Context: an optimization exercise on an open-source flow, tuned for small area, a short achievable clock period and few clock cycles per item. The choices shown serve that exercise and are no tape-out recipe.
Only simulation tests tie the RTL to the original design; equivalence was not proved.
Power figures rest on the tool's default switching activity, not on a simulated workload.

==> design.v <==
package ex_pkg;
  localparam logic [3:0] OP_AND = 4'b0000;
  localparam logic [3:0] OP_OR  = 4'b0001;
  localparam logic [3:0] OP_ADD = 4'b0010;
  localparam logic [3:0] OP_XOR = 4'b0011;
  localparam logic [3:0] OP_SLL = 4'b0100;
  localparam logic [3:0] OP_SRL = 4'b0101;
  localparam logic [3:0] OP_SUB = 4'b0110;
  localparam logic [3:0] OP_SLT = 4'b0111;
  localparam logic [3:0] OP_MUL = 4'b1000;
  localparam logic [3:0] OP_NOR = 4'b1100;
  typedef enum logic {
    ST_IDLE = 1'b0,
    ST_MUL  = 1'b1
  } ex_state_e;
  localparam int unsigned DEFAULT_WIDTH = 32;
  localparam int unsigned MUL_SLICES    = DEFAULT_WIDTH / 8;
  function automatic integer mul_slices(input integer width);
    mul_slices = width / 8;
  endfunction
endpackage
import ex_pkg::*;
module ex_stage
#(
  parameter int unsigned WIDTH = 32
) (
  input  logic             clk,
  input  logic             rst,
  input  logic             in_valid,
  output logic             in_ready,
  input  logic [3:0]       operation,
  input  logic [WIDTH-1:0] op_a,
  input  logic [WIDTH-1:0] op_b,
  input  logic [4:0]       shamt,
  input  logic [4:0]       rd,
  input  logic             reg_write,
  input  logic             stall_in,
  input  logic             flush,
  output logic             out_valid,
  output logic [WIDTH-1:0] result,
  output logic             zero,
  output logic [4:0]       out_rd,
  output logic             out_reg_write,
  output logic             busy
);
  logic v0_q, v1_q;
  logic hold1_s, ld1_s, ld0_s;
  assign hold1_s  = v1_q & stall_in;
  assign ld1_s    = ~hold1_s;
  assign ld0_s    = ~(v0_q & hold1_s);
  assign in_ready = ld0_s;
  always_ff @(posedge clk) begin
    if (!rst || flush) begin
      v0_q <= 1'b0;
      v1_q <= 1'b0;
    end else begin
      if (ld0_s) v0_q <= in_valid;
      if (ld1_s) v1_q <= v0_q;
    end
  end
  logic op_mul, op_sll, op_srl, op_shift, op_sub, op_slt, op_useb;
  assign op_mul   = (operation == OP_MUL);
  assign op_sll   = (operation == OP_SLL);
  assign op_srl   = (operation == OP_SRL);
  assign op_shift = op_sll | op_srl;
  assign op_sub   = (operation == OP_SUB);
  assign op_slt   = (operation == OP_SLT);
  assign op_useb  = (operation == OP_ADD) | op_sub | op_slt | (operation == OP_AND) |
                    (operation == OP_OR) | (operation == OP_XOR) | (operation == OP_NOR);
  logic [31:0] a0_q;
  logic [11:0] one0_q, two0_q, neg0_q;
  logic        l_shift, l_other, l_mul, l_raw, l_hold;
  assign l_hold  = ~ld0_s;
  assign l_shift = ld0_s & op_shift;
  assign l_other = ld0_s & ~op_shift;
  assign l_mul   = ld0_s & op_mul;
  assign l_raw   = ld0_s & ~op_mul & ~op_shift;
  logic [31:0] b_rev, b_sh, b_pre, a_nx;
  always_comb begin
    for (int i = 0; i < 32; i++) b_rev[i] = op_b[31 - i];
    b_sh  = op_sll ? op_b : b_rev;
    b_pre = shamt[4] ? {b_sh[15:0], 16'd0} : b_sh;
  end
  assign a_nx = ({32{l_shift}} & b_pre) | ({32{l_other}} & op_a) | ({32{l_hold}} & a0_q);
  logic [11:0] one_nx, two_nx, neg_nx;
  logic [31:0] braw;
  assign braw = (op_sub | op_slt) ? ~op_b : op_b;
  always_comb begin
    for (int i = 0; i < 12; i++) begin
      logic b2, b1, bm, sel;
      b2  = op_b[2*i+1];
      b1  = op_b[2*i];
      bm  = (i == 0) ? 1'b0 : op_b[2*i-1];
      sel = (i < 8) && (shamt[3:1] == 3'(i));
      one_nx[i] = (l_mul & (b1 ^ bm)) | (l_shift & sel & ~shamt[0]) |
                  (l_raw & braw[2*i]) | (l_hold & one0_q[i]);
      two_nx[i] = (l_mul & ((b2 & ~b1 & ~bm) | (~b2 & b1 & bm))) |
                  (l_shift & sel & shamt[0]) | (l_hold & two0_q[i]);
      neg_nx[i] = (l_mul & b2) | (l_raw & braw[2*i+1]) | (l_hold & neg0_q[i]);
    end
  end
  logic [3:0] wone, wtwo, wneg;
  always_comb begin
    for (int k = 0; k < 4; k++) begin
      logic b2, b1, bm;
      b2 = op_b[2*(12+k)+1];
      b1 = op_b[2*(12+k)];
      bm = op_b[2*(12+k)-1];
      wone[k] = b1 ^ bm;
      wtwo[k] = (b2 & ~b1 & ~bm) | (~b2 & b1 & bm);
      wneg[k] = b2;
    end
  end
  logic [7:0] wpp12;
  logic [5:0] wpp13;
  logic [3:0] wpp14;
  logic       wpp15_0, wpp15_1;
  logic [7:0] a8_sh;
  assign a8_sh   = {op_a[6:0], 1'b0};
  assign wpp12   = ({8{wone[0]}} & op_a[7:0] | {8{wtwo[0]}} & a8_sh[7:0]) ^ {8{wneg[0]}};
  assign wpp13   = ({6{wone[1]}} & op_a[5:0] | {6{wtwo[1]}} & a8_sh[5:0]) ^ {6{wneg[1]}};
  assign wpp14   = ({4{wone[2]}} & op_a[3:0] | {4{wtwo[2]}} & a8_sh[3:0]) ^ {4{wneg[2]}};
  assign wpp15_0 = wone[3] & op_a[0];
  assign wpp15_1 = (wone[3] & (op_a[1] ^ (wneg[3] & op_a[0]))) | (wtwo[3] & op_a[0]);
  logic [7:0] wt_x, wt_y;
  wire whs22, whc22;
  ex_ha u_wha22 (.a(wpp12[4]), .b(wpp13[2]), .s(whs22), .co(whc22));
  wire whs23, whc23;
  ex_ha u_wha23 (.a(wpp12[5]), .b(wpp13[3]), .s(whs23), .co(whc23));
  wire wfs198, wfc198;
  ex_fa u_wfa198 (.a(wpp12[6]), .b(wpp13[4]), .c(wpp14[2]), .s(wfs198), .co(wfc198));
  wire wfs199, wfc199;
  ex_fa u_wfa199 (.a(wpp12[7]), .b(wpp13[5]), .c(wpp14[3]), .s(wfs199), .co(wfc199));
  wire whs24, whc24;
  ex_ha u_wha24 (.a(wpp12[2]), .b(wpp13[0]), .s(whs24), .co(whc24));
  wire whs25, whc25;
  ex_ha u_wha25 (.a(wpp12[3]), .b(wpp13[1]), .s(whs25), .co(whc25));
  wire wfs200, wfc200;
  ex_fa u_wfa200 (.a(whs22), .b(wpp14[0]), .c(wneg[2]), .s(wfs200), .co(wfc200));
  wire wfs201, wfc201;
  ex_fa u_wfa201 (.a(whc22), .b(whs23), .c(wpp14[1]), .s(wfs201), .co(wfc201));
  wire wfs202, wfc202;
  ex_fa u_wfa202 (.a(whc23), .b(wfs198), .c(wpp15_0), .s(wfs202), .co(wfc202));
  wire wfs203, wfc203;
  ex_fa u_wfa203 (.a(wfc198), .b(wfs199), .c(wpp15_1), .s(wfs203), .co(wfc203));
  assign wt_x = {wfc202, wfc201, wfc200, whc25, whc24, whs24, wpp12[1], wpp12[0]};
  assign wt_y = {wfs203, wfs202, wfs201, wfs200, whs25, wneg[1], 1'b0, wneg[0]};
  logic [7:0] w_in;
  assign w_in = op_mul ? (wt_x + wt_y) : (op_useb ? braw[31:24] : 8'd0);
  logic [7:0]  w0_q;
  logic [3:0]  op0_q;
  logic [4:0]  rd0_q;
  logic        rw0_q;
  always_ff @(posedge clk) begin
    a0_q   <= a_nx;
    one0_q <= one_nx;
    two0_q <= two_nx;
    neg0_q <= neg_nx;
  end
  always_ff @(posedge clk) begin
    if (ld0_s) begin
      w0_q   <= w_in;
      op0_q  <= operation;
      rd0_q  <= rd;
      rw0_q  <= reg_write;
    end
  end
  logic [31:0] b0_raw;
  always_comb begin
    for (int i = 0; i < 12; i++) begin
      b0_raw[2*i]   = one0_q[i];
      b0_raw[2*i+1] = neg0_q[i];
    end
    b0_raw[31:24] = w0_q;
  end
  logic [31:0] a_sh;
  assign a_sh = {a0_q[30:0], 1'b0};
  logic [31:0] pp0;
  logic [29:0] pp1;
  logic [27:0] pp2;
  logic [25:0] pp3;
  logic [23:0] pp4;
  logic [21:0] pp5;
  logic [19:0] pp6;
  logic [17:0] pp7;
  logic [15:0] pp8;
  logic [13:0] pp9;
  logic [11:0] pp10;
  logic [9:0]  pp11;
  logic [11:0] bone, btwo, bneg;
  assign bone = one0_q;
  assign btwo = two0_q;
  assign bneg = neg0_q;
  assign pp0  = ({32{bone[0]}}  & a0_q[31:0]  | {32{btwo[0]}}  & a_sh[31:0])  ^ {32{bneg[0]}};
  assign pp1  = ({30{bone[1]}}  & a0_q[29:0]  | {30{btwo[1]}}  & a_sh[29:0])  ^ {30{bneg[1]}};
  assign pp2  = ({28{bone[2]}}  & a0_q[27:0]  | {28{btwo[2]}}  & a_sh[27:0])  ^ {28{bneg[2]}};
  assign pp3  = ({26{bone[3]}}  & a0_q[25:0]  | {26{btwo[3]}}  & a_sh[25:0])  ^ {26{bneg[3]}};
  assign pp4  = ({24{bone[4]}}  & a0_q[23:0]  | {24{btwo[4]}}  & a_sh[23:0])  ^ {24{bneg[4]}};
  assign pp5  = ({22{bone[5]}}  & a0_q[21:0]  | {22{btwo[5]}}  & a_sh[21:0])  ^ {22{bneg[5]}};
  assign pp6  = ({20{bone[6]}}  & a0_q[19:0]  | {20{btwo[6]}}  & a_sh[19:0])  ^ {20{bneg[6]}};
  assign pp7  = ({18{bone[7]}}  & a0_q[17:0]  | {18{btwo[7]}}  & a_sh[17:0])  ^ {18{bneg[7]}};
  assign pp8  = ({16{bone[8]}}  & a0_q[15:0]  | {16{btwo[8]}}  & a_sh[15:0])  ^ {16{bneg[8]}};
  assign pp9  = ({14{bone[9]}}  & a0_q[13:0]  | {14{btwo[9]}}  & a_sh[13:0])  ^ {14{bneg[9]}};
  assign pp10 = ({12{bone[10]}} & a0_q[11:0]  | {12{btwo[10]}} & a_sh[11:0])  ^ {12{bneg[10]}};
  assign pp11 = ({10{bone[11]}} & a0_q[9:0]   | {10{btwo[11]}} & a_sh[9:0])   ^ {10{bneg[11]}};
  logic [31:0] tree_x, tree_y;
  wire hs0, hc0;
  ex_ha u_ha0 (.a(pp0[16]), .b(pp1[14]), .s(hs0), .co(hc0));
  wire hs1, hc1;
  ex_ha u_ha1 (.a(pp0[17]), .b(pp1[15]), .s(hs1), .co(hc1));
  wire fs0, fc0;
  ex_fa u_fa0 (.a(pp0[18]), .b(pp1[16]), .c(pp2[14]), .s(fs0), .co(fc0));
  wire hs2, hc2;
  ex_ha u_ha2 (.a(pp3[12]), .b(pp4[10]), .s(hs2), .co(hc2));
  wire fs1, fc1;
  ex_fa u_fa1 (.a(pp0[19]), .b(pp1[17]), .c(pp2[15]), .s(fs1), .co(fc1));
  wire hs3, hc3;
  ex_ha u_ha3 (.a(pp3[13]), .b(pp4[11]), .s(hs3), .co(hc3));
  wire fs2, fc2;
  ex_fa u_fa2 (.a(pp0[20]), .b(pp1[18]), .c(pp2[16]), .s(fs2), .co(fc2));
  wire fs3, fc3;
  ex_fa u_fa3 (.a(pp3[14]), .b(pp4[12]), .c(pp5[10]), .s(fs3), .co(fc3));
  wire hs4, hc4;
  ex_ha u_ha4 (.a(pp6[8]), .b(pp7[6]), .s(hs4), .co(hc4));
  wire fs4, fc4;
  ex_fa u_fa4 (.a(pp0[21]), .b(pp1[19]), .c(pp2[17]), .s(fs4), .co(fc4));
  wire fs5, fc5;
  ex_fa u_fa5 (.a(pp3[15]), .b(pp4[13]), .c(pp5[11]), .s(fs5), .co(fc5));
  wire hs5, hc5;
  ex_ha u_ha5 (.a(pp6[9]), .b(pp7[7]), .s(hs5), .co(hc5));
  wire fs6, fc6;
  ex_fa u_fa6 (.a(pp0[22]), .b(pp1[20]), .c(pp2[18]), .s(fs6), .co(fc6));
  wire fs7, fc7;
  ex_fa u_fa7 (.a(pp3[16]), .b(pp4[14]), .c(pp5[12]), .s(fs7), .co(fc7));
  wire fs8, fc8;
  ex_fa u_fa8 (.a(pp6[10]), .b(pp7[8]), .c(pp8[6]), .s(fs8), .co(fc8));
  wire hs6, hc6;
  ex_ha u_ha6 (.a(pp9[4]), .b(pp10[2]), .s(hs6), .co(hc6));
  wire fs9, fc9;
  ex_fa u_fa9 (.a(pp0[23]), .b(pp1[21]), .c(pp2[19]), .s(fs9), .co(fc9));
  wire fs10, fc10;
  ex_fa u_fa10 (.a(pp3[17]), .b(pp4[15]), .c(pp5[13]), .s(fs10), .co(fc10));
  wire fs11, fc11;
  ex_fa u_fa11 (.a(pp6[11]), .b(pp7[9]), .c(pp8[7]), .s(fs11), .co(fc11));
  wire hs7, hc7;
  ex_ha u_ha7 (.a(pp9[5]), .b(pp10[3]), .s(hs7), .co(hc7));
  wire fs12, fc12;
  ex_fa u_fa12 (.a(pp0[24]), .b(pp1[22]), .c(pp2[20]), .s(fs12), .co(fc12));
  wire fs13, fc13;
  ex_fa u_fa13 (.a(pp3[18]), .b(pp4[16]), .c(pp5[14]), .s(fs13), .co(fc13));
  wire fs14, fc14;
  ex_fa u_fa14 (.a(pp6[12]), .b(pp7[10]), .c(pp8[8]), .s(fs14), .co(fc14));
  wire fs15, fc15;
  ex_fa u_fa15 (.a(pp9[6]), .b(pp10[4]), .c(pp11[2]), .s(fs15), .co(fc15));
  wire fs16, fc16;
  ex_fa u_fa16 (.a(pp0[25]), .b(pp1[23]), .c(pp2[21]), .s(fs16), .co(fc16));
  wire fs17, fc17;
  ex_fa u_fa17 (.a(pp3[19]), .b(pp4[17]), .c(pp5[15]), .s(fs17), .co(fc17));
  wire fs18, fc18;
  ex_fa u_fa18 (.a(pp6[13]), .b(pp7[11]), .c(pp8[9]), .s(fs18), .co(fc18));
  wire fs19, fc19;
  ex_fa u_fa19 (.a(pp9[7]), .b(pp10[5]), .c(pp11[3]), .s(fs19), .co(fc19));
  wire fs20, fc20;
  ex_fa u_fa20 (.a(pp0[26]), .b(pp1[24]), .c(pp2[22]), .s(fs20), .co(fc20));
  wire fs21, fc21;
  ex_fa u_fa21 (.a(pp3[20]), .b(pp4[18]), .c(pp5[16]), .s(fs21), .co(fc21));
  wire fs22, fc22;
  ex_fa u_fa22 (.a(pp6[14]), .b(pp7[12]), .c(pp8[10]), .s(fs22), .co(fc22));
  wire fs23, fc23;
  ex_fa u_fa23 (.a(pp9[8]), .b(pp10[6]), .c(pp11[4]), .s(fs23), .co(fc23));
  wire fs24, fc24;
  ex_fa u_fa24 (.a(pp0[27]), .b(pp1[25]), .c(pp2[23]), .s(fs24), .co(fc24));
  wire fs25, fc25;
  ex_fa u_fa25 (.a(pp3[21]), .b(pp4[19]), .c(pp5[17]), .s(fs25), .co(fc25));
  wire fs26, fc26;
  ex_fa u_fa26 (.a(pp6[15]), .b(pp7[13]), .c(pp8[11]), .s(fs26), .co(fc26));
  wire fs27, fc27;
  ex_fa u_fa27 (.a(pp9[9]), .b(pp10[7]), .c(pp11[5]), .s(fs27), .co(fc27));
  wire fs28, fc28;
  ex_fa u_fa28 (.a(pp0[28]), .b(pp1[26]), .c(pp2[24]), .s(fs28), .co(fc28));
  wire fs29, fc29;
  ex_fa u_fa29 (.a(pp3[22]), .b(pp4[20]), .c(pp5[18]), .s(fs29), .co(fc29));
  wire fs30, fc30;
  ex_fa u_fa30 (.a(pp6[16]), .b(pp7[14]), .c(pp8[12]), .s(fs30), .co(fc30));
  wire fs31, fc31;
  ex_fa u_fa31 (.a(pp9[10]), .b(pp10[8]), .c(pp11[6]), .s(fs31), .co(fc31));
  wire fs32, fc32;
  ex_fa u_fa32 (.a(pp0[29]), .b(pp1[27]), .c(pp2[25]), .s(fs32), .co(fc32));
  wire fs33, fc33;
  ex_fa u_fa33 (.a(pp3[23]), .b(pp4[21]), .c(pp5[19]), .s(fs33), .co(fc33));
  wire fs34, fc34;
  ex_fa u_fa34 (.a(pp6[17]), .b(pp7[15]), .c(pp8[13]), .s(fs34), .co(fc34));
  wire fs35, fc35;
  ex_fa u_fa35 (.a(pp9[11]), .b(pp10[9]), .c(pp11[7]), .s(fs35), .co(fc35));
  wire fs36, fc36;
  ex_fa u_fa36 (.a(pp0[30]), .b(pp1[28]), .c(pp2[26]), .s(fs36), .co(fc36));
  wire fs37, fc37;
  ex_fa u_fa37 (.a(pp3[24]), .b(pp4[22]), .c(pp5[20]), .s(fs37), .co(fc37));
  wire fs38, fc38;
  ex_fa u_fa38 (.a(pp6[18]), .b(pp7[16]), .c(pp8[14]), .s(fs38), .co(fc38));
  wire fs39, fc39;
  ex_fa u_fa39 (.a(pp9[12]), .b(pp10[10]), .c(pp11[8]), .s(fs39), .co(fc39));
  wire fs40, fc40;
  ex_fa u_fa40 (.a(pp0[31]), .b(pp1[29]), .c(pp2[27]), .s(fs40), .co(fc40));
  wire fs41, fc41;
  ex_fa u_fa41 (.a(pp3[25]), .b(pp4[23]), .c(pp5[21]), .s(fs41), .co(fc41));
  wire fs42, fc42;
  ex_fa u_fa42 (.a(pp6[19]), .b(pp7[17]), .c(pp8[15]), .s(fs42), .co(fc42));
  wire fs43, fc43;
  ex_fa u_fa43 (.a(pp9[13]), .b(pp10[11]), .c(pp11[9]), .s(fs43), .co(fc43));
  wire hs8, hc8;
  ex_ha u_ha8 (.a(pp0[10]), .b(pp1[8]), .s(hs8), .co(hc8));
  wire hs9, hc9;
  ex_ha u_ha9 (.a(pp0[11]), .b(pp1[9]), .s(hs9), .co(hc9));
  wire fs44, fc44;
  ex_fa u_fa44 (.a(pp0[12]), .b(pp1[10]), .c(pp2[8]), .s(fs44), .co(fc44));
  wire hs10, hc10;
  ex_ha u_ha10 (.a(pp3[6]), .b(pp4[4]), .s(hs10), .co(hc10));
  wire fs45, fc45;
  ex_fa u_fa45 (.a(pp0[13]), .b(pp1[11]), .c(pp2[9]), .s(fs45), .co(fc45));
  wire hs11, hc11;
  ex_ha u_ha11 (.a(pp3[7]), .b(pp4[5]), .s(hs11), .co(hc11));
  wire fs46, fc46;
  ex_fa u_fa46 (.a(pp0[14]), .b(pp1[12]), .c(pp2[10]), .s(fs46), .co(fc46));
  wire fs47, fc47;
  ex_fa u_fa47 (.a(pp3[8]), .b(pp4[6]), .c(pp5[4]), .s(fs47), .co(fc47));
  wire hs12, hc12;
  ex_ha u_ha12 (.a(pp6[2]), .b(pp7[0]), .s(hs12), .co(hc12));
  wire fs48, fc48;
  ex_fa u_fa48 (.a(pp0[15]), .b(pp1[13]), .c(pp2[11]), .s(fs48), .co(fc48));
  wire fs49, fc49;
  ex_fa u_fa49 (.a(pp3[9]), .b(pp4[7]), .c(pp5[5]), .s(fs49), .co(fc49));
  wire hs13, hc13;
  ex_ha u_ha13 (.a(pp6[3]), .b(pp7[1]), .s(hs13), .co(hc13));
  wire fs50, fc50;
  ex_fa u_fa50 (.a(hs0), .b(pp2[12]), .c(pp3[10]), .s(fs50), .co(fc50));
  wire fs51, fc51;
  ex_fa u_fa51 (.a(pp4[8]), .b(pp5[6]), .c(pp6[4]), .s(fs51), .co(fc51));
  wire fs52, fc52;
  ex_fa u_fa52 (.a(pp7[2]), .b(pp8[0]), .c(bneg[8]), .s(fs52), .co(fc52));
  wire fs53, fc53;
  ex_fa u_fa53 (.a(hc0), .b(hs1), .c(pp2[13]), .s(fs53), .co(fc53));
  wire fs54, fc54;
  ex_fa u_fa54 (.a(pp3[11]), .b(pp4[9]), .c(pp5[7]), .s(fs54), .co(fc54));
  wire fs55, fc55;
  ex_fa u_fa55 (.a(pp6[5]), .b(pp7[3]), .c(pp8[1]), .s(fs55), .co(fc55));
  wire fs56, fc56;
  ex_fa u_fa56 (.a(hc1), .b(fs0), .c(hs2), .s(fs56), .co(fc56));
  wire fs57, fc57;
  ex_fa u_fa57 (.a(pp5[8]), .b(pp6[6]), .c(pp7[4]), .s(fs57), .co(fc57));
  wire fs58, fc58;
  ex_fa u_fa58 (.a(pp8[2]), .b(pp9[0]), .c(bneg[9]), .s(fs58), .co(fc58));
  wire fs59, fc59;
  ex_fa u_fa59 (.a(fc0), .b(hc2), .c(fs1), .s(fs59), .co(fc59));
  wire fs60, fc60;
  ex_fa u_fa60 (.a(hs3), .b(pp5[9]), .c(pp6[7]), .s(fs60), .co(fc60));
  wire fs61, fc61;
  ex_fa u_fa61 (.a(pp7[5]), .b(pp8[3]), .c(pp9[1]), .s(fs61), .co(fc61));
  wire fs62, fc62;
  ex_fa u_fa62 (.a(fc1), .b(hc3), .c(fs2), .s(fs62), .co(fc62));
  wire fs63, fc63;
  ex_fa u_fa63 (.a(fs3), .b(hs4), .c(pp8[4]), .s(fs63), .co(fc63));
  wire fs64, fc64;
  ex_fa u_fa64 (.a(pp9[2]), .b(pp10[0]), .c(bneg[10]), .s(fs64), .co(fc64));
  wire fs65, fc65;
  ex_fa u_fa65 (.a(fc2), .b(fc3), .c(hc4), .s(fs65), .co(fc65));
  wire fs66, fc66;
  ex_fa u_fa66 (.a(fs4), .b(fs5), .c(hs5), .s(fs66), .co(fc66));
  wire fs67, fc67;
  ex_fa u_fa67 (.a(pp8[5]), .b(pp9[3]), .c(pp10[1]), .s(fs67), .co(fc67));
  wire fs68, fc68;
  ex_fa u_fa68 (.a(fc4), .b(fc5), .c(hc5), .s(fs68), .co(fc68));
  wire fs69, fc69;
  ex_fa u_fa69 (.a(fs6), .b(fs7), .c(fs8), .s(fs69), .co(fc69));
  wire fs70, fc70;
  ex_fa u_fa70 (.a(hs6), .b(pp11[0]), .c(bneg[11]), .s(fs70), .co(fc70));
  wire fs71, fc71;
  ex_fa u_fa71 (.a(fc6), .b(fc7), .c(fc8), .s(fs71), .co(fc71));
  wire fs72, fc72;
  ex_fa u_fa72 (.a(hc6), .b(fs9), .c(fs10), .s(fs72), .co(fc72));
  wire fs73, fc73;
  ex_fa u_fa73 (.a(fs11), .b(hs7), .c(pp11[1]), .s(fs73), .co(fc73));
  wire fs74, fc74;
  ex_fa u_fa74 (.a(fc9), .b(fc10), .c(fc11), .s(fs74), .co(fc74));
  wire fs75, fc75;
  ex_fa u_fa75 (.a(hc7), .b(fs12), .c(fs13), .s(fs75), .co(fc75));
  wire fs76, fc76;
  ex_fa u_fa76 (.a(fs14), .b(fs15), .c(w0_q[0]), .s(fs76), .co(fc76));
  wire fs77, fc77;
  ex_fa u_fa77 (.a(fc12), .b(fc13), .c(fc14), .s(fs77), .co(fc77));
  wire fs78, fc78;
  ex_fa u_fa78 (.a(fc15), .b(fs16), .c(fs17), .s(fs78), .co(fc78));
  wire fs79, fc79;
  ex_fa u_fa79 (.a(fs18), .b(fs19), .c(w0_q[1]), .s(fs79), .co(fc79));
  wire fs80, fc80;
  ex_fa u_fa80 (.a(fc16), .b(fc17), .c(fc18), .s(fs80), .co(fc80));
  wire fs81, fc81;
  ex_fa u_fa81 (.a(fc19), .b(fs20), .c(fs21), .s(fs81), .co(fc81));
  wire fs82, fc82;
  ex_fa u_fa82 (.a(fs22), .b(fs23), .c(w0_q[2]), .s(fs82), .co(fc82));
  wire fs83, fc83;
  ex_fa u_fa83 (.a(fc20), .b(fc21), .c(fc22), .s(fs83), .co(fc83));
  wire fs84, fc84;
  ex_fa u_fa84 (.a(fc23), .b(fs24), .c(fs25), .s(fs84), .co(fc84));
  wire fs85, fc85;
  ex_fa u_fa85 (.a(fs26), .b(fs27), .c(w0_q[3]), .s(fs85), .co(fc85));
  wire fs86, fc86;
  ex_fa u_fa86 (.a(fc24), .b(fc25), .c(fc26), .s(fs86), .co(fc86));
  wire fs87, fc87;
  ex_fa u_fa87 (.a(fc27), .b(fs28), .c(fs29), .s(fs87), .co(fc87));
  wire fs88, fc88;
  ex_fa u_fa88 (.a(fs30), .b(fs31), .c(w0_q[4]), .s(fs88), .co(fc88));
  wire fs89, fc89;
  ex_fa u_fa89 (.a(fc28), .b(fc29), .c(fc30), .s(fs89), .co(fc89));
  wire fs90, fc90;
  ex_fa u_fa90 (.a(fc31), .b(fs32), .c(fs33), .s(fs90), .co(fc90));
  wire fs91, fc91;
  ex_fa u_fa91 (.a(fs34), .b(fs35), .c(w0_q[5]), .s(fs91), .co(fc91));
  wire fs92, fc92;
  ex_fa u_fa92 (.a(fc32), .b(fc33), .c(fc34), .s(fs92), .co(fc92));
  wire fs93, fc93;
  ex_fa u_fa93 (.a(fc35), .b(fs36), .c(fs37), .s(fs93), .co(fc93));
  wire fs94, fc94;
  ex_fa u_fa94 (.a(fs38), .b(fs39), .c(w0_q[6]), .s(fs94), .co(fc94));
  wire fs95, fc95;
  ex_fa u_fa95 (.a(fc36), .b(fc37), .c(fc38), .s(fs95), .co(fc95));
  wire fs96, fc96;
  ex_fa u_fa96 (.a(fc39), .b(fs40), .c(fs41), .s(fs96), .co(fc96));
  wire fs97, fc97;
  ex_fa u_fa97 (.a(fs42), .b(fs43), .c(w0_q[7]), .s(fs97), .co(fc97));
  wire hs14, hc14;
  ex_ha u_ha14 (.a(pp0[6]), .b(pp1[4]), .s(hs14), .co(hc14));
  wire hs15, hc15;
  ex_ha u_ha15 (.a(pp0[7]), .b(pp1[5]), .s(hs15), .co(hc15));
  wire fs98, fc98;
  ex_fa u_fa98 (.a(pp0[8]), .b(pp1[6]), .c(pp2[4]), .s(fs98), .co(fc98));
  wire hs16, hc16;
  ex_ha u_ha16 (.a(pp3[2]), .b(pp4[0]), .s(hs16), .co(hc16));
  wire fs99, fc99;
  ex_fa u_fa99 (.a(pp0[9]), .b(pp1[7]), .c(pp2[5]), .s(fs99), .co(fc99));
  wire hs17, hc17;
  ex_ha u_ha17 (.a(pp3[3]), .b(pp4[1]), .s(hs17), .co(hc17));
  wire fs100, fc100;
  ex_fa u_fa100 (.a(hs8), .b(pp2[6]), .c(pp3[4]), .s(fs100), .co(fc100));
  wire fs101, fc101;
  ex_fa u_fa101 (.a(pp4[2]), .b(pp5[0]), .c(bneg[5]), .s(fs101), .co(fc101));
  wire fs102, fc102;
  ex_fa u_fa102 (.a(hc8), .b(hs9), .c(pp2[7]), .s(fs102), .co(fc102));
  wire fs103, fc103;
  ex_fa u_fa103 (.a(pp3[5]), .b(pp4[3]), .c(pp5[1]), .s(fs103), .co(fc103));
  wire fs104, fc104;
  ex_fa u_fa104 (.a(hc9), .b(fs44), .c(hs10), .s(fs104), .co(fc104));
  wire fs105, fc105;
  ex_fa u_fa105 (.a(pp5[2]), .b(pp6[0]), .c(bneg[6]), .s(fs105), .co(fc105));
  wire fs106, fc106;
  ex_fa u_fa106 (.a(fc44), .b(hc10), .c(fs45), .s(fs106), .co(fc106));
  wire fs107, fc107;
  ex_fa u_fa107 (.a(hs11), .b(pp5[3]), .c(pp6[1]), .s(fs107), .co(fc107));
  wire fs108, fc108;
  ex_fa u_fa108 (.a(fc45), .b(hc11), .c(fs46), .s(fs108), .co(fc108));
  wire fs109, fc109;
  ex_fa u_fa109 (.a(fs47), .b(hs12), .c(bneg[7]), .s(fs109), .co(fc109));
  wire fs110, fc110;
  ex_fa u_fa110 (.a(fc46), .b(fc47), .c(hc12), .s(fs110), .co(fc110));
  wire fs111, fc111;
  ex_fa u_fa111 (.a(fs48), .b(fs49), .c(hs13), .s(fs111), .co(fc111));
  wire fs112, fc112;
  ex_fa u_fa112 (.a(fc48), .b(fc49), .c(hc13), .s(fs112), .co(fc112));
  wire fs113, fc113;
  ex_fa u_fa113 (.a(fs50), .b(fs51), .c(fs52), .s(fs113), .co(fc113));
  wire fs114, fc114;
  ex_fa u_fa114 (.a(fc50), .b(fc51), .c(fc52), .s(fs114), .co(fc114));
  wire fs115, fc115;
  ex_fa u_fa115 (.a(fs53), .b(fs54), .c(fs55), .s(fs115), .co(fc115));
  wire fs116, fc116;
  ex_fa u_fa116 (.a(fc53), .b(fc54), .c(fc55), .s(fs116), .co(fc116));
  wire fs117, fc117;
  ex_fa u_fa117 (.a(fs56), .b(fs57), .c(fs58), .s(fs117), .co(fc117));
  wire fs118, fc118;
  ex_fa u_fa118 (.a(fc56), .b(fc57), .c(fc58), .s(fs118), .co(fc118));
  wire fs119, fc119;
  ex_fa u_fa119 (.a(fs59), .b(fs60), .c(fs61), .s(fs119), .co(fc119));
  wire fs120, fc120;
  ex_fa u_fa120 (.a(fc59), .b(fc60), .c(fc61), .s(fs120), .co(fc120));
  wire fs121, fc121;
  ex_fa u_fa121 (.a(fs62), .b(fs63), .c(fs64), .s(fs121), .co(fc121));
  wire fs122, fc122;
  ex_fa u_fa122 (.a(fc62), .b(fc63), .c(fc64), .s(fs122), .co(fc122));
  wire fs123, fc123;
  ex_fa u_fa123 (.a(fs65), .b(fs66), .c(fs67), .s(fs123), .co(fc123));
  wire fs124, fc124;
  ex_fa u_fa124 (.a(fc65), .b(fc66), .c(fc67), .s(fs124), .co(fc124));
  wire fs125, fc125;
  ex_fa u_fa125 (.a(fs68), .b(fs69), .c(fs70), .s(fs125), .co(fc125));
  wire fs126, fc126;
  ex_fa u_fa126 (.a(fc68), .b(fc69), .c(fc70), .s(fs126), .co(fc126));
  wire fs127, fc127;
  ex_fa u_fa127 (.a(fs71), .b(fs72), .c(fs73), .s(fs127), .co(fc127));
  wire fs128, fc128;
  ex_fa u_fa128 (.a(fc71), .b(fc72), .c(fc73), .s(fs128), .co(fc128));
  wire fs129, fc129;
  ex_fa u_fa129 (.a(fs74), .b(fs75), .c(fs76), .s(fs129), .co(fc129));
  wire fs130, fc130;
  ex_fa u_fa130 (.a(fc74), .b(fc75), .c(fc76), .s(fs130), .co(fc130));
  wire fs131, fc131;
  ex_fa u_fa131 (.a(fs77), .b(fs78), .c(fs79), .s(fs131), .co(fc131));
  wire fs132, fc132;
  ex_fa u_fa132 (.a(fc77), .b(fc78), .c(fc79), .s(fs132), .co(fc132));
  wire fs133, fc133;
  ex_fa u_fa133 (.a(fs80), .b(fs81), .c(fs82), .s(fs133), .co(fc133));
  wire fs134, fc134;
  ex_fa u_fa134 (.a(fc80), .b(fc81), .c(fc82), .s(fs134), .co(fc134));
  wire fs135, fc135;
  ex_fa u_fa135 (.a(fs83), .b(fs84), .c(fs85), .s(fs135), .co(fc135));
  wire fs136, fc136;
  ex_fa u_fa136 (.a(fc83), .b(fc84), .c(fc85), .s(fs136), .co(fc136));
  wire fs137, fc137;
  ex_fa u_fa137 (.a(fs86), .b(fs87), .c(fs88), .s(fs137), .co(fc137));
  wire fs138, fc138;
  ex_fa u_fa138 (.a(fc86), .b(fc87), .c(fc88), .s(fs138), .co(fc138));
  wire fs139, fc139;
  ex_fa u_fa139 (.a(fs89), .b(fs90), .c(fs91), .s(fs139), .co(fc139));
  wire fs140, fc140;
  ex_fa u_fa140 (.a(fc89), .b(fc90), .c(fc91), .s(fs140), .co(fc140));
  wire fs141, fc141;
  ex_fa u_fa141 (.a(fs92), .b(fs93), .c(fs94), .s(fs141), .co(fc141));
  wire fs142, fc142;
  ex_fa u_fa142 (.a(fc92), .b(fc93), .c(fc94), .s(fs142), .co(fc142));
  wire fs143, fc143;
  ex_fa u_fa143 (.a(fs95), .b(fs96), .c(fs97), .s(fs143), .co(fc143));
  wire hs18, hc18;
  ex_ha u_ha18 (.a(pp0[4]), .b(pp1[2]), .s(hs18), .co(hc18));
  wire hs19, hc19;
  ex_ha u_ha19 (.a(pp0[5]), .b(pp1[3]), .s(hs19), .co(hc19));
  wire fs144, fc144;
  ex_fa u_fa144 (.a(hs14), .b(pp2[2]), .c(pp3[0]), .s(fs144), .co(fc144));
  wire fs145, fc145;
  ex_fa u_fa145 (.a(hc14), .b(hs15), .c(pp2[3]), .s(fs145), .co(fc145));
  wire fs146, fc146;
  ex_fa u_fa146 (.a(hc15), .b(fs98), .c(hs16), .s(fs146), .co(fc146));
  wire fs147, fc147;
  ex_fa u_fa147 (.a(fc98), .b(hc16), .c(fs99), .s(fs147), .co(fc147));
  wire fs148, fc148;
  ex_fa u_fa148 (.a(fc99), .b(hc17), .c(fs100), .s(fs148), .co(fc148));
  wire fs149, fc149;
  ex_fa u_fa149 (.a(fc100), .b(fc101), .c(fs102), .s(fs149), .co(fc149));
  wire fs150, fc150;
  ex_fa u_fa150 (.a(fc102), .b(fc103), .c(fs104), .s(fs150), .co(fc150));
  wire fs151, fc151;
  ex_fa u_fa151 (.a(fc104), .b(fc105), .c(fs106), .s(fs151), .co(fc151));
  wire fs152, fc152;
  ex_fa u_fa152 (.a(fc106), .b(fc107), .c(fs108), .s(fs152), .co(fc152));
  wire fs153, fc153;
  ex_fa u_fa153 (.a(fc108), .b(fc109), .c(fs110), .s(fs153), .co(fc153));
  wire fs154, fc154;
  ex_fa u_fa154 (.a(fc110), .b(fc111), .c(fs112), .s(fs154), .co(fc154));
  wire fs155, fc155;
  ex_fa u_fa155 (.a(fc112), .b(fc113), .c(fs114), .s(fs155), .co(fc155));
  wire fs156, fc156;
  ex_fa u_fa156 (.a(fc114), .b(fc115), .c(fs116), .s(fs156), .co(fc156));
  wire fs157, fc157;
  ex_fa u_fa157 (.a(fc116), .b(fc117), .c(fs118), .s(fs157), .co(fc157));
  wire fs158, fc158;
  ex_fa u_fa158 (.a(fc118), .b(fc119), .c(fs120), .s(fs158), .co(fc158));
  wire fs159, fc159;
  ex_fa u_fa159 (.a(fc120), .b(fc121), .c(fs122), .s(fs159), .co(fc159));
  wire fs160, fc160;
  ex_fa u_fa160 (.a(fc122), .b(fc123), .c(fs124), .s(fs160), .co(fc160));
  wire fs161, fc161;
  ex_fa u_fa161 (.a(fc124), .b(fc125), .c(fs126), .s(fs161), .co(fc161));
  wire fs162, fc162;
  ex_fa u_fa162 (.a(fc126), .b(fc127), .c(fs128), .s(fs162), .co(fc162));
  wire fs163, fc163;
  ex_fa u_fa163 (.a(fc128), .b(fc129), .c(fs130), .s(fs163), .co(fc163));
  wire fs164, fc164;
  ex_fa u_fa164 (.a(fc130), .b(fc131), .c(fs132), .s(fs164), .co(fc164));
  wire fs165, fc165;
  ex_fa u_fa165 (.a(fc132), .b(fc133), .c(fs134), .s(fs165), .co(fc165));
  wire fs166, fc166;
  ex_fa u_fa166 (.a(fc134), .b(fc135), .c(fs136), .s(fs166), .co(fc166));
  wire fs167, fc167;
  ex_fa u_fa167 (.a(fc136), .b(fc137), .c(fs138), .s(fs167), .co(fc167));
  wire fs168, fc168;
  ex_fa u_fa168 (.a(fc138), .b(fc139), .c(fs140), .s(fs168), .co(fc168));
  wire fs169, fc169;
  ex_fa u_fa169 (.a(fc140), .b(fc141), .c(fs142), .s(fs169), .co(fc169));
  wire hs20, hc20;
  ex_ha u_ha20 (.a(pp0[2]), .b(pp1[0]), .s(hs20), .co(hc20));
  wire hs21, hc21;
  ex_ha u_ha21 (.a(pp0[3]), .b(pp1[1]), .s(hs21), .co(hc21));
  wire fs170, fc170;
  ex_fa u_fa170 (.a(hs18), .b(pp2[0]), .c(bneg[2]), .s(fs170), .co(fc170));
  wire fs171, fc171;
  ex_fa u_fa171 (.a(hc18), .b(hs19), .c(pp2[1]), .s(fs171), .co(fc171));
  wire fs172, fc172;
  ex_fa u_fa172 (.a(hc19), .b(fs144), .c(bneg[3]), .s(fs172), .co(fc172));
  wire fs173, fc173;
  ex_fa u_fa173 (.a(fc144), .b(fs145), .c(pp3[1]), .s(fs173), .co(fc173));
  wire fs174, fc174;
  ex_fa u_fa174 (.a(fc145), .b(fs146), .c(bneg[4]), .s(fs174), .co(fc174));
  wire fs175, fc175;
  ex_fa u_fa175 (.a(fc146), .b(fs147), .c(hs17), .s(fs175), .co(fc175));
  wire fs176, fc176;
  ex_fa u_fa176 (.a(fc147), .b(fs148), .c(fs101), .s(fs176), .co(fc176));
  wire fs177, fc177;
  ex_fa u_fa177 (.a(fc148), .b(fs149), .c(fs103), .s(fs177), .co(fc177));
  wire fs178, fc178;
  ex_fa u_fa178 (.a(fc149), .b(fs150), .c(fs105), .s(fs178), .co(fc178));
  wire fs179, fc179;
  ex_fa u_fa179 (.a(fc150), .b(fs151), .c(fs107), .s(fs179), .co(fc179));
  wire fs180, fc180;
  ex_fa u_fa180 (.a(fc151), .b(fs152), .c(fs109), .s(fs180), .co(fc180));
  wire fs181, fc181;
  ex_fa u_fa181 (.a(fc152), .b(fs153), .c(fs111), .s(fs181), .co(fc181));
  wire fs182, fc182;
  ex_fa u_fa182 (.a(fc153), .b(fs154), .c(fs113), .s(fs182), .co(fc182));
  wire fs183, fc183;
  ex_fa u_fa183 (.a(fc154), .b(fs155), .c(fs115), .s(fs183), .co(fc183));
  wire fs184, fc184;
  ex_fa u_fa184 (.a(fc155), .b(fs156), .c(fs117), .s(fs184), .co(fc184));
  wire fs185, fc185;
  ex_fa u_fa185 (.a(fc156), .b(fs157), .c(fs119), .s(fs185), .co(fc185));
  wire fs186, fc186;
  ex_fa u_fa186 (.a(fc157), .b(fs158), .c(fs121), .s(fs186), .co(fc186));
  wire fs187, fc187;
  ex_fa u_fa187 (.a(fc158), .b(fs159), .c(fs123), .s(fs187), .co(fc187));
  wire fs188, fc188;
  ex_fa u_fa188 (.a(fc159), .b(fs160), .c(fs125), .s(fs188), .co(fc188));
  wire fs189, fc189;
  ex_fa u_fa189 (.a(fc160), .b(fs161), .c(fs127), .s(fs189), .co(fc189));
  wire fs190, fc190;
  ex_fa u_fa190 (.a(fc161), .b(fs162), .c(fs129), .s(fs190), .co(fc190));
  wire fs191, fc191;
  ex_fa u_fa191 (.a(fc162), .b(fs163), .c(fs131), .s(fs191), .co(fc191));
  wire fs192, fc192;
  ex_fa u_fa192 (.a(fc163), .b(fs164), .c(fs133), .s(fs192), .co(fc192));
  wire fs193, fc193;
  ex_fa u_fa193 (.a(fc164), .b(fs165), .c(fs135), .s(fs193), .co(fc193));
  wire fs194, fc194;
  ex_fa u_fa194 (.a(fc165), .b(fs166), .c(fs137), .s(fs194), .co(fc194));
  wire fs195, fc195;
  ex_fa u_fa195 (.a(fc166), .b(fs167), .c(fs139), .s(fs195), .co(fc195));
  wire fs196, fc196;
  ex_fa u_fa196 (.a(fc167), .b(fs168), .c(fs141), .s(fs196), .co(fc196));
  wire fs197, fc197;
  ex_fa u_fa197 (.a(fc168), .b(fs169), .c(fs143), .s(fs197), .co(fc197));
  assign tree_x = {fc196, fc195, fc194, fc193, fc192, fc191, fc190, fc189, fc188, fc187, fc186, fc185, fc184, fc183, fc182, fc181, fc180, fc179, fc178, fc177, fc176, fc175, fc174, fc173, fc172, fc171, fc170, hc21, hc20, hs20, pp0[1], pp0[0]};
  assign tree_y = {fs197, fs196, fs195, fs194, fs193, fs192, fs191, fs190, fs189, fs188, fs187, fs186, fs185, fs184, fs183, fs182, fs181, fs180, fs179, fs178, fs177, fs176, fs175, fs174, fs173, fs172, fs171, fs170, hs21, bneg[1], 1'b0, bneg[0]};
  logic [31:0] hp, hg, hp_rev;
  assign hp = tree_x ^ tree_y;
  assign hg = tree_x & tree_y;
  always_comb begin
    for (int i = 0; i < 32; i++) hp_rev[i] = hp[31 - i];
  end
  logic [31:0] ap, ag;
  assign ap = a0_q ^ b0_raw;
  assign ag = a0_q & b0_raw;
  logic [31:0] sg [0:5];
  logic [31:0] sp [0:5];
  logic        lt;
  always_comb begin
    sg[0] = {1'b0, ag[30:1], ag[0] | ap[0]};
    sp[0] = {1'b1, ap[30:1], 1'b0};
    for (int l = 0; l < 5; l++) begin
      sg[l+1] = 32'd0;
      sp[l+1] = 32'd0;
      for (int j = 0; j < (16 >> l); j++) begin
        sg[l+1][j] = sg[l][2*j+1] | (sp[l][2*j+1] & sg[l][2*j]);
        sp[l+1][j] = sp[l][2*j+1] & sp[l][2*j];
      end
    end
    lt = ap[31] ? ~sg[5][0] : a0_q[31];
  end
  logic [31:0] p1_q, g1_q;
  logic s_tree, s_srl, s_ap, s_addsub, s_ag, s_or, s_nor, s_slt, s_hold;
  assign s_hold   = ~ld1_s;
  assign s_tree   = ld1_s & ((op0_q == OP_MUL) | (op0_q == OP_SLL));
  assign s_srl    = ld1_s & (op0_q == OP_SRL);
  assign s_addsub = ld1_s & ((op0_q == OP_ADD) | (op0_q == OP_SUB));
  assign s_ap     = s_addsub | (ld1_s & (op0_q == OP_XOR));
  assign s_ag     = ld1_s & (op0_q == OP_AND);
  assign s_or     = ld1_s & (op0_q == OP_OR);
  assign s_nor    = ld1_s & (op0_q == OP_NOR);
  assign s_slt    = ld1_s & (op0_q == OP_SLT);
  logic        is_sub;
  logic [31:0] aps, ags;
  assign is_sub = (op0_q == OP_SUB);
  assign aps    = {ap[31:1], ap[0] ^ is_sub};
  assign ags    = {ag[31:1], ag[0] | (is_sub & ap[0])};
  logic [31:0] p_nx, g_nx;
  assign p_nx = ({32{s_tree}} & hp) | ({32{s_srl}} & hp_rev) | ({32{s_ap}} & aps) |
                ({32{s_ag}} & ag) | ({32{s_or}} & (ap | ag)) | ({32{s_nor}} & ~(ap | ag)) |
                {31'd0, s_slt & lt} | ({32{s_hold}} & p1_q);
  assign g_nx = ({32{s_tree}} & hg) | ({32{s_addsub}} & ags) | ({32{s_hold}} & g1_q);
  logic [4:0]  rd1_q;
  logic        rw1_q;
  always_ff @(posedge clk) begin
    p1_q <= p_nx;
    g1_q <= g_nx;
  end
  always_ff @(posedge clk) begin
    if (ld1_s) begin
      rd1_q <= rd0_q;
      rw1_q <= rw0_q;
    end
  end
  logic [31:0] hg0, hpp0, hgk [0:4], hpk [0:4];
  logic [31:0] gall, cy;
  always_comb begin
    hg0  = g1_q;
    hpp0 = p1_q;
    hgk[0] = hg0;
    hpk[0] = hpp0;
    for (int i = 1; i < 32; i += 2) begin
      hgk[0][i] = hg0[i] | (hpp0[i] & hg0[i-1]);
      hpk[0][i] = hpp0[i] & hpp0[i-1];
    end
    for (int l = 1; l < 5; l++) begin
      hgk[l] = hgk[l-1];
      hpk[l] = hpk[l-1];
      for (int i = 1; i < 32; i += 2) begin
        if (i - (1 << l) >= 0) begin
          hgk[l][i] = hgk[l-1][i] | (hpk[l-1][i] & hgk[l-1][i - (1 << l)]);
          hpk[l][i] = hpk[l-1][i] & hpk[l-1][i - (1 << l)];
        end
      end
    end
    gall = hgk[4];
    for (int i = 2; i < 32; i += 2)
      gall[i] = hg0[i] | (hpp0[i] & hgk[4][i-1]);
    cy = {gall[30:0], 1'b0};
  end
  logic [31:0] zterm;
  assign zterm = p1_q ^ {p1_q[30:0] | g1_q[30:0], 1'b0};
  assign result        = p1_q ^ cy;
  assign zero          = ~|zterm;
  assign out_valid     = v1_q;
  assign out_rd        = rd1_q;
  assign out_reg_write = rw1_q;
  assign busy          = v0_q;
endmodule
module ex_fa (
  input  logic a,
  input  logic b,
  input  logic c,
  output logic s,
  output logic co
);
  assign s  = a ^ b ^ c;
  assign co = (a & b) | (a & c) | (b & c);
endmodule
module ex_ha (
  input  logic a,
  input  logic b,
  output logic s,
  output logic co
);
  assign s  = a ^ b;
  assign co = a & b;
endmodule
==> flow/run.sh <==
#!/bin/bash
# The standard layout; the port buffers use the smallest buffer cell
# (every input and output port still gets its own buffer).
set -euo pipefail
bash standard.sh SETUP_SLACK_MARGIN=5.5 "BUFFER_PORTS_ARGS=-buffer_cell sky130_fd_sc_hd__buf_1" finish > flow_make.log 2>&1
==> standard.sh <==
#!/bin/bash
# synth_recipe.tcl (not shown) runs the flow's synth.tcl, then flattens the netlist and writes it again
# the make line also repeats each setting of config.mk as NAME=value (left out here)
make -C /OpenROAD-flow-scripts/flow DESIGN_CONFIG=/design/flow/config.mk WORK_HOME=/design/flow/orfs CLKGATE_MAP_FILE= SYNTH_SCRIPT=/design/flow/synth_recipe.tcl "${@:-finish}"
==> config.mk <==
export PLATFORM = sky130hd
export DESIGN_NAME = ex_stage
export DESIGN_NICKNAME = ex_stage
export VERILOG_FILES = /design/flow/design.v
export SDC_FILE = /design/flow/constraint.sdc
export NUM_CORES = 4
export LEC_CHECK = 0
export ABC_AREA = 1
export CAP_MARGIN = 20
export CORE_MARGIN = 2
export CORE_UTILIZATION = 40
export CTS_BUF_LIST = sky130_fd_sc_hd__clkbuf_8
export PLACE_DENSITY = 0.72
export SLEW_MARGIN = 20
export SYNTH_HIERARCHICAL = 1
==> constraint.sdc <==
create_clock -name core_clock -period 10.0 [get_ports {clk}]
set_input_delay 2.0000 -clock core_clock [delete_from_list [all_inputs] [get_ports {clk}]]
set_output_delay 2.0000 -clock core_clock [all_outputs]
set_load 0.01 [all_outputs]
==> flow_summary.yaml, run 1 <==
setup_path:
  cp.arrival_ps: 4890
  cp-start-kind: "register"
  end_kind: "register"
  cpMostUsedCell: "fa_2"
  r2r-end: "p1_q[1]$_DFF_P_"
  slowest_stage: "fa_2"
  timing.rr.start: "a0_q[12]$_DFF_P_"
  timing_worst_setup_path_type: "reg2reg"
  r2r_cells: 14
  path_cells: "clkinvlp_4 -> buf_4 -> o22ai_1 -> xor2_1 -> fa_2 -> fa_2 -> fa_2 -> fa_2 -> fa_1 -> ha_1 -> inv_1 -> o22ai_1 -> a211oi_1 -> o2111ai_1"
  crit_fanout: 11
  ff2ff_setup_slack_ps: 5500
  crit_required_ps: 10390
  critical_path.max_stage_delay_ps: 540
floorplan:
  rows: 82
  die-area_mm2: 0.0520
  core_area_mm2: 0.0499
  chipWidth_um: 228
  die_h_um: 228
  start_util_pct: 40.3
  pin_count: 126
placement:
  place.gp.congestion: 0.960
  place_hpwl_um: 59500
  dpl_worst_slack_ps: 4360
  port_buffers: 125
timing:
  final.setup.tns_ps: 0
  maxSlewHeadroom_pct: 29.7
  tightest_slew_ps: 1050
  fin_crit_sh_pct: 45.0
  slew_viol_final: 0
  max_freq_mhz: 222
  hold_viol_final: 0
  setup_ws_ps: 5500
  fin_skew_ps: 23.3
  hold_slack_ps: 433
  setup_viol: 0
  rsz0062_at_grt: "true"
  min_period_ps: 4500
global_route:
  grt_max_degree: 88
  grt_first_pass_wirelength_um: 127000
  gr-usage-all-layers_pct: 32.3
  antenna_found_initial: 2
  overflow: 0
  grt_pass1_vias: 19700
clocking:
  cts-root-buf: "clkbuf_8"
  clock_sinks: 157
  tritoncts: "built"
  clk_path_buf_depth: 2
  cts_buffers: 17
  htreeDepth: 4
  path_clk_slew_ps: 110
  clkLatencyLatePin_ps: 530
logic_synthesis:
  synthCells: 2409
  synthDistinctLibCells: 46
  async_flop_share_pct: 0
  syn-num-nets: 2841
  syn_area_per_cell_um2: 8.34
  syn_area_mm2: 0.0201
  synth-edff-count: 24
  yosysTopAreaCellShare_pct: 20.4
  synth_seq_area_share_pct: 16.8
  ys_ff_latch: 157
  synthTopCellsByArea: "fa_1, xor2_1, dfxtp_1"
  synth_warnings: 11
  synthFlopType: "dfxtp_1"
  yosys.area.top_type: "fa_1"
pwr:
  vdd.ir_drop.worst_uv: 554
  power_density_mw_per_mm2: 377
  p_leak_nw: 10.2
detailed_routing:
  wirelength_um: 89200
  first_pass_iters: 8
  vias: 20700
  avgViaCountPerCell: 6.32
  post-route-drc-count: 0
  wl_per_cell_um: 27.2
  drt_iter0_markers: 3005
  drtAntennaViolNets: 0
cells_and_area:
  fin_nets: 3029
  regArea_mm2: 0.00349
  final_common_cell: "xor2_1"
  multi_input_area_mm2: 0.0158
  drive_above_1_share_pct: 19.5
  mostFrequentLayoutCells: "xor2_1, nand2_1, o22ai_1, fa_1, buf_4"
  fill_cells: 4768
  syn_to_final_growth_pct: 20.2
status:
  status: "complete, no violations"
run:
  cap_viol_max_count: 0
min_path:
  holdPathEnd: "rd1_q[0]$_DFFE_PN_"
  hp-start: "rd0_q[0]$_DFFE_PN_"
  worstHoldPathCells: 0
  min_path_type: "reg2reg"
==> modules after synthesis, one instance, submodules excluded <==
module / copies in the design / cells inside
ex_stage: 1 / 2179
ex_ha: 26 / 1
ex_fa: 204 / 1
==> synth_stat cells, types with 2 or more instances <==
cell / instances
a21oi_1: 90
inv_1: 208
edfxtp_1: 24
nor3_1: 3
nor2_4: 2
ha_1: 143
buf_4: 3
a22oi_1: 33
o211ai_1: 35
nor2_2: 3
buf_2: 40
a211oi_1: 7
nand4_1: 20
xnor2_1: 14
nand2_2: 2
buf_1: 29
fa_1: 205
o2111ai_1: 21
clkinv_1: 16
o22ai_1: 280
clkbuf_1: 106
a221oi_1: 5
nor2_1: 114
dfxtp_1: 133
o21ai_0: 103
nand3b_1: 8
nand2_1: 305
o31ai_1: 2
xor2_1: 335
o221ai_1: 53
inv_2: 15
o21a_1: 3
nor4_1: 5
nand3_1: 30
or2_2: 3
==> state kept, by name (all words and copies together) (netlist names) <==
signal	cells
a0_q	32
g1_q	31
neg0_q	12
one0_q	12
op0_q	4
p1_q	32
rd0_q	5
rd1_q	5
rw0_q	1
rw1_q	1
two0_q	12
v0_q	1
v1_q	1
w0_q	8
==> worst max-delay path: cells and delay by family, from the launching register on <==
| family | cells | cell delay (ps) |
|---|---|---|
| compound gates | 4 | 650 |
| xor+xnor | 1 | 290 |
| fa+ha+maj | 6 | 2690 |
| buf+inv | 3 | 350 |
| flops | 1 | 380 |
==> report_power, final <==
part / internal (W) / total [W] / switching, W / leakage, nW
clock: 0.000202 / 0.000493 / 0.000291 / 0.198
sequential: 0.000771 / 0.000957 / 0.000186 / 1.38
combinational: 0.00322 / 0.00766 / 0.00444 / 8.63
total: 0.00419 / 0.00911 / 0.00491 / 10.2
==> timing repair <==
item,CTS,global route
hold buffers,0,0
endpoints found under the hold margin,0,0
cloned,10,9
setup buffers,77,94
endpoints found under the setup margin,71,46
pin swaps,23,70
gates resized for setup,158,224
==> worst max-delay path by stage <==
stage | start | to | depth (start not counted)
final | a0_q[12]$_DFF_P_ | p1_q[1]$_DFF_P_ | 14
after global routing | two0_q[8]$_DFF_P_ | p1_q[1]$_DFF_P_ | 14
after floorplan | op_b[27] | w0_q[7]$_DFFE_PN_ | 15
after CTS | p1_q[1]$_DFF_P_ | result[25] | 15
after detailed placement | op_b[25] | w0_q[7]$_DFFE_PN_ | 14
after global placement | op_b[25] | w0_q[7]$_DFFE_PN_ | 14
==> cell type report <==
| type | count | area share [%] |
|---|---|---|
| repair inverters | 13 | 0.352 |
| diodes | 1 | 0.0104 |
| clock inverters | 15 | 0.575 |
| multi-input cells | 1836 | 65.3 |
| inverters | 239 | 4.48 |
| well taps | 672 | 3.48 |
| clock buffers | 17 | 0.969 |
| flip-flops and latches | 157 | 14.5 |
| repair buffers | 333 | 10.4 |
==> stage by stage <==
stage	utilization, %	power (W)	instance area, µm²	std cells
global route	48.4	0.00965	24200	3282
global placement	42.0	0.00755	21000	3060
finish	48.4	0.00911	24200	3283
floorplan	-	0.00497	20200	2409
CTS	45.1	0.00834	22500	3179
detailed placement	42.0	0.00765	21000	3060
==> layer usage <==
layer | wire length, µm | GRT usage, %
met5 | 90 | 0
met1 | 34300 | 43.0
met3 | 13800 | 13.8
met4 | 5180 | 14.7
met2 | 35800 | 45.0
==> logic make-up (layout without fill, tap and decap cells) <==
| family | Yosys count | in the layout | synth area share (%) |
|---|---|---|---|
| compound gates | 638 | 638 | 20.2 |
| xor+xnor | 349 | 349 | 15.2 |
| fa+ha+maj | 348 | 348 | 29.3 |
| buf+inv | 417 | 617 | 8.10 |
| flops | 157 | 157 | 16.8 |
| other cells | 0 | 1 | 0 |
| simple gates | 500 | 501 | 10.3 |
Testbench counts, summed over its fixed seeds: cycles 13,329, items 12,000.
==> run 2, diff against run 1 <==
==> flow/run.sh (replaced) <==
#!/bin/bash
# The standard layout, with two changes to how it is made (the clock period
# and constraints are the design's):
#  - the port buffers use the smallest buffer cell (every input and output
#    port still gets its own buffer);
#  - the timing repair aims for a setup margin of 5.25 ns instead of 5.
set -euo pipefail
bash standard.sh SETUP_SLACK_MARGIN=5.25 "BUFFER_PORTS_ARGS=-buffer_cell sky130_fd_sc_hd__buf_1" finish > flow_make.log 2>&1
==> run 2 against run 1 <==
Effect of this change: still clean on timing, DRC and antenna; maximum frequency fell by 5.3%; highest routed layer unchanged; core utilization shrank 3.8 points; synthesized cell count stayed put; worst setup slack lost 250 ps; synthesized area did not move.
==> flow_summary.yaml, run 2 <==
status:
  status: "complete, no violations"
clocking:
  hold_buffers: 0
  htreeDepth: 4
  clock_sinks: 157
  cts-root-buf: "clkbuf_8"
  cts_buffers: 17
  clk_path_buf_depth: 2
  path_clk_slew_ps: 90
  tritoncts: "built"
  clkLatencyLatePin_ps: 500
pwr:
  power_density_mw_per_mm2: 383
  p_total_w: 0.00851
  vdd.ir_drop.worst_uv: 575
  p_leak_nw: 9.44
timing:
  hold_viol_final: 0
  fin_skew_ps: 19.0
  fin_crit_sh_pct: 47.5
  slew_viol_final: 0
  max_freq_mhz: 210
  final.setup.tns_ps: 0
  min_period_ps: 4750
  setup_viol: 0
  rsz0062_at_grt: "false"
  setup_ws_ps: 5250
  maxSlewHeadroom_pct: 30.8
  tightest_slew_ps: 1040
cells_and_area:
  regArea_mm2: 0.00341
  reg_top3: "a0_q (32), p1_q (32), g1_q (31)"
  multi_input_area_mm2: 0.0152
  fin_nets: 2899
  mostFrequentLayoutCells: "xor2_1, nand2_1, o22ai_1, fa_1, inv_1"
  final_cells: 3152
  drive_above_1_share_pct: 9.48
  final_common_cell: "xor2_1"
  fill_cells: 4938
  syn_to_final_growth_pct: 10.7
  antenna_cells: 0
setup_path:
  crit_required_ps: 8000
  end_kind: "output pin"
  crit_fanout: 4
  cp.arrival_ps: 2750
  timing_worst_setup_path_type: "in2out"
  cp-start-kind: "input pin"
logic_synthesis:
  synthTopCellsByArea: "fa_1, xor2_1, dfxtp_1"
  synth_seq_area_share_pct: 16.8
  synthCells: 2409
  ys_ff_latch: 157
  synth.most_common_cell: "xor2_1"
  syn-num-nets: 2841
  synthTopCellsByCount: "xor2_1, nand2_1, o22ai_1, inv_1, fa_1"
  synthFlopType: "dfxtp_1"
  yosysTopAreaCellShare_pct: 20.4
  yosys.area.top_type: "fa_1"
  synth_warnings: 11
  synthDistinctLibCells: 46
  async_flop_share_pct: 0
  synth-edff-count: 24
  syn_area_mm2: 0.0201
  syn_area_per_cell_um2: 8.34
detailed_routing:
  avgViaCountPerCell: 6.34
  drtAntennaViolNets: 0
  post-route-drc-count: 0
  wirelength_um: 84300
  vias: 20000
  first_pass_iters: 7
  wl_per_cell_um: 26.7
  drt_iter0_markers: 2906
run:
  cap_viol_max_count: 0
placement:
  place.gp.congestion: 0.995
  port_buffers: 125
  dpl_worst_slack_ps: 4300
  dpl.cell_count: 3056
  place_hpwl_um: 58700
floorplan:
  die_h_um: 228
  die-area_mm2: 0.0520
  rows: 82
  pin_count: 126
  core_area_mm2: 0.0499
  start_util_pct: 40.3
  chipWidth_um: 228
global_route:
  overflow: 0
  grt_first_pass_wirelength_um: 124000
  antenna_found_initial: 1
  gr-usage-all-layers_pct: 31.3
  grt_pass1_vias: 19200
  grt_max_degree: 58
min_path:
  min_path_type: "reg2reg"
## run 2: repair_timing
action / in CTS / in global routing
gates resized for setup: 45 / 99
setup buffers: 17 / 35
gates cloned: 8 / 4
pin swaps: 1 / 12
endpoints found under the setup margin: 54 / 38
hold endpoints to repair: 0 / 0
## run 2: kinds of logic (layout without fill, tap and decap cells)
group	after synthesis	after routing	synth area share [%]
xor+xnor	349	349	15.2
fa+ha+maj	348	348	29.3
compound gates	638	638	20.2
flops	157	157	16.8
simple gates	500	500	10.3
buf+inv	417	488	8.10
## run 2: area by class of cell
class	instances	area share [%]
clock buffers	18	1.11
clock inverters	14	0.647
inverters	239	4.70
multi-input cells	1835	68.5
flip-flops and latches	157	15.3
well taps	672	3.78
repair buffers	206	5.52
repair inverters	11	0.383
## run 2: routing by layer
metal	global-route usage, %	up-vias	share of wire, %
met5	1.29	-	0.13
met3	11.4	291	15
li1	-	8398	-
met2	43.7	1674	40
met4	12.2	4	4.6
met1	43.5	9627	40
## run 2: critical path: stages
cell,delay [ps]
clkbuf_2,110
nand2_4,70
buf_12,130
nor2_4,110
bufinv_16,200
clkbuf_2,120
## run 2: modules after synthesis, one instance, submodules excluded
module	cells	flops+latches	times used	cell area (µm²)
ex_fa	1	0	204	20.0
ex_ha	1	0	26	12.5
ex_stage	2179	157	1	15700
## run 2: final timing paths
| kind | cells past startpoint | slack [ps] | from | end |
|---|---|---|---|---|
| worst max register to register | 13 | 5280 | one0_q[5]$_DFF_P_ | p1_q[10]$_DFF_P_ |
| worst max-delay path | 6 | 5250 | stall_in | in_ready |
| worst min register to register | 0 | 430 | rw0_q$_DFFE_PN_ | rw1_q$_DFFE_PN_ |
| worst min-delay path | 0 | 430 | rw0_q$_DFFE_PN_ | rw1_q$_DFFE_PN_ |
## run 2: per-stage QoR
| step | hold WS (ps) | instance area (µm²) | util, % |
|---|---|---|---|
| 3_3_place_gp | 404 | 20900 | 41.9 |
| 6_report | 434 | 22200 | 44.6 |
| 3_5_place_dp | 406 | 20900 | 41.9 |
| 4_1_cts | 430 | 21600 | 43.3 |
| 2_1_floorplan | 400 | 20100 | - |
| 5_1_grt | 434 | 22200 | 44.6 |
## run 2: where the power goes
| group | internal, W | total, W | switching, W |
|---|---|---|---|
| Clock | 0.000229 | 0.000498 | 0.000269 |
| Combinational | 0.00286 | 0.00705 | 0.00419 |
| Sequential | 0.000767 | 0.000959 | 0.000192 |

afterwards: timing with drivers on the ports:
In the flow no input, the clock included, has a driving cell. The finished layouts below were timed again as built, in two steps.
Step 1, drivers: a clkbuf_16 drives clk and a buf_2 each remaining input, both assumed.
Step 2 moves the port delays by t, midway between the first and last clock arrival at a register: inputs arrive t later, outputs are due t later. That takes back most of the time a late clock gives input paths.
Three values: ideal ports, drivers, drivers and shift; two values: the first two.
| run | t (ns) | setup slack, ns | worst data-port slew with drivers (ns) | cell pins on the clock port's net |
|---|---|---|---|---|
| run 1 | 0.574 | 5.499 / 5.450 / 5.038 | 0.09 | 1 |
| run 2 | 0.544 | 5.249 / 5.222 / 4.911 | 0.07 | 1 |
After both steps every run listed still meets setup and hold. The setup slack of run 1, which loses most, moves by -0.049 ns with the drivers and by -0.461 ns with both steps.
